Context: an optimization exercise on an open-source flow, tuned for small area, a short achievable clock period and few clock cycles per item. The choices shown serve that exercise and are no tape-out recipe. Function was checked by simulation only, so behaviour that the tests miss may differ from the original.

Design midpoint_ellipse_point_generator_unit, start of the top module:
module midpoint_ellipse_point_generator_unit
#(
	parameter int RADIUS_BITS = 10,
	parameter int COORD_BITS  = 12
) (
	input  wire                          clk,
	input  wire                          arst_n,
	input  wire                          psel,
	input  wire                          penable,
	input  wire                          pwrite,
	input  wire  [2:0]                   paddr,
	input  wire  [31:0]                  pwdata,
	output logic [31:0]                  prdata,
	output logic                         pready,
	input  wire                          item_valid,
	output logic                         item_ready,
	input  wire                          item_command,
	input  wire  [RADIUS_BITS-1:0]       item_radius_x,
	input  wire  [RADIUS_BITS-1:0]       item_radius_y,
	input  wire  signed [COORD_BITS-1:0] item_centre_x,
	input  wire  signed [COORD_BITS-1:0] item_centre_y,
	output logic                         result_valid,
	input  wire                          result_ready,
	output logic signed [COORD_BITS:0]   result_right_x,
	output logic signed [COORD_BITS:0]   result_left_x,
	output logic signed [COORD_BITS:0]   result_upper_y,
	output logic signed [COORD_BITS:0]   result_lower_y,
	output logic                         result_lower_valid,
	output logic                         result_visible,
	output logic                         result_done_res
);
	localparam int DW = 34;    
	localparam int MW = 32;    
	localparam int AW = 20;    
	localparam int KW = 24;    
	localparam int OW = COORD_BITS + 1;
	localparam int DBK = 0, GBK = 1, MBK = 1;    
	logic       upper_n_q;     
	logic       skip0_n_q;     
	logic [7:1] skip_h_q;      
	wire        upper_q = !upper_n_q;
	wire  [7:0] skip_q  = {skip_h_q, !skip0_n_q};
	assign pready = 1'b1;
	always_ff @(posedge clk or negedge arst_n) begin
		if (!arst_n) begin
			upper_n_q <= 1'b1;
			skip0_n_q <= 1'b1;
			skip_h_q  <= '0;
		end else if (psel && penable && pwrite) begin
			if (!paddr[2]) begin
				upper_n_q <= !pwdata[0];
			end else begin
				skip0_n_q <= !pwdata[0];
				skip_h_q  <= pwdata[7:1];
			end
		end
	end
	assign prdata = {24'b0, skip_h_q & {7{paddr[2]}}, !(paddr[2] ? skip0_n_q : upper_n_q)};
	localparam logic [1:0] RG_IDLE = 2'd0, RG_FIRST = 2'd1, RG_SECOND = 2'd2, RG_DONE = 2'd3;
  ...
For scale: roughly 2400 cells after synthesis, roughly 270 flip-flops, roughly 21000 um2 of cells after synthesis.
clock: 11.0 ns
lec_check: 0
cap_margin: 20
core_margin: 2
core_utilization: 40
slew_margin: 20
standard.sh (not shown) runs the stock make flow with config.mk's settings and CLKGATE_MAP_FILE= SYNTH_SCRIPT=/design/flow/synth_recipe.tcl, a recipe that flattens the netlist after the stock synthesis.
==> flow/flow/run.sh <==
#!/bin/bash
set -euo pipefail
MARGIN=$(cat flow/margin.txt)
bash standard.sh synth > synth.log 2>&1
bash standard.sh SETUP_SLACK_MARGIN=$MARGIN finish > layout.log 2>&1
==> flow/flow/margin.txt <==
6.15
The starting point finished clean.
Testbench counts at the start, summed over its fixed seeds: cycles 48,607, items 46,359.
Next try:
==> flow/flow/margin.txt (replaced) <==
6.35
CTS_CLUSTER_DIAMETER = 100   (was unset)
CTS_CLUSTER_SIZE = 20   (was unset)
Hold slack gets worse by 0.0054 ns.
Register-to-register slack hardly moves.
Flip-flop and latch count stays the same.
Via count fell by 1.6%.
Global-route usage goes down by 0.38 points.

midpoint_ellipse_point_generator_unit again, from the RTL that the note above started with.
==> flow/config.mk <==
export PLATFORM = sky130hd
export DESIGN_NAME = midpoint_ellipse_point_generator_unit
export DESIGN_NICKNAME = midpoint_ellipse_point_generator_unit
export VERILOG_FILES = /design/flow/design.v
export SDC_FILE = /design/flow/constraint.sdc
export NUM_CORES = 4
export LEC_CHECK = 0
export CAP_MARGIN = 20
export CORE_MARGIN = 2
export CORE_UTILIZATION = 65
export SLEW_MARGIN = 20
==> flow/constraint.sdc <==
create_clock -name core_clock -period 11.0 [get_ports {clk}]
set_input_delay 2.2000 -clock core_clock [delete_from_list [all_inputs] [get_ports {clk}]]
set_output_delay 2.2000 -clock core_clock [all_outputs]
set_load 0.01 [all_outputs]
==> flow/flow/margin.txt <==
6.15
Scripts as last shown in full above: flow/flow/run.sh
The starting point went through all stages and came out clean.
Testbench counts at the start, summed over its fixed seeds: cycles 48,607, items 46,359.
==> next run, changes <==
Settings changed: CORE_UTILIZATION 65 to 40, CTS_BUF_LIST set to sky130_fd_sc_hd__clkbuf_8, CTS_CLUSTER_DIAMETER set to 80, CTS_CLUSTER_SIZE set to 14.
The changed run finished clean.
Cell count is higher by 9.9%.
Sequential share of layout area barely changes.
Cell area is about the same.
==> next run, changes <==
==> flow/flow/margin.txt (replaced) <==
6.0
Settings changed: CTS_BUF_LIST sky130_fd_sc_hd__clkbuf_8 to not set, CTS_CLUSTER_DIAMETER 80 to 100, CTS_CLUSTER_SIZE 14 to 20.
Effect: Via count falls slightly. Wire length falls by a few percent.
==> next run, changes <==
==> flow/flow/margin.txt (replaced) <==
6.15
Settings changed: CTS_CLUSTER_DIAMETER 100 to 120, CTS_CLUSTER_SIZE 20 to 26.
Result: The new run produced a clean layout. Count of clock-buffer cells in the layout came out lower by 10. Area after synthesis does not change. Die area does not change. Worst setup slack gains 0.13 ns. Global-route usage goes up by 0.13 points. Fmax came out higher by about 2.7%.

re-timing with driven ports:
In the flow no input, the clock included, has a driving cell. The finished layouts below were timed again as built, in two steps. Step 1: set_driving_cell puts a clkbuf_16 on clk and a buf_2 on each other input, an assumption about the parent block. Step 2, shift: input delay + t, output delay - t, t = (earliest + latest rising clock arrival at the registers) / 2. This alone moves slack from input paths to output paths. a / b / c = ideal ports / drivers / drivers and shift; a / b = the first two.
| run | t, ns | setup WS [ns] | latest minus earliest clock arrival (ns) | cell pins on the clock port's net |
|---|---|---|---|---|
| the first run of note 1 | 0.617 | 6.167 / 6.055 / 5.716 | 0.039 / 0.039 | 1 |
| the second run of note 1 | 0.575 | 6.164 / 6.026 / 5.817 | 0.030 / 0.030 | 1 |
| the first run of note 2 | 0.614 | 6.118 / 6.054 / 5.693 | 0.010 / 0.010 | 1 |
| the second run of note 2 | 0.705 | 6.161 / 6.070 / 5.534 | 0.068 / 0.067 | 1 |
| the third run of note 2 | 0.580 | 6.023 / 6.000 / 5.636 | 0.026 / 0.026 | 1 |
| the fourth run of note 2 | 0.587 | 6.155 / 6.070 / 5.645 | 0.055 / 0.055 | 1 |
After both steps setup and hold are still met in every run listed. For the second run of note 2, which loses most, drivers alone change the setup slack by -0.091 ns; drivers and shift together by -0.627 ns.
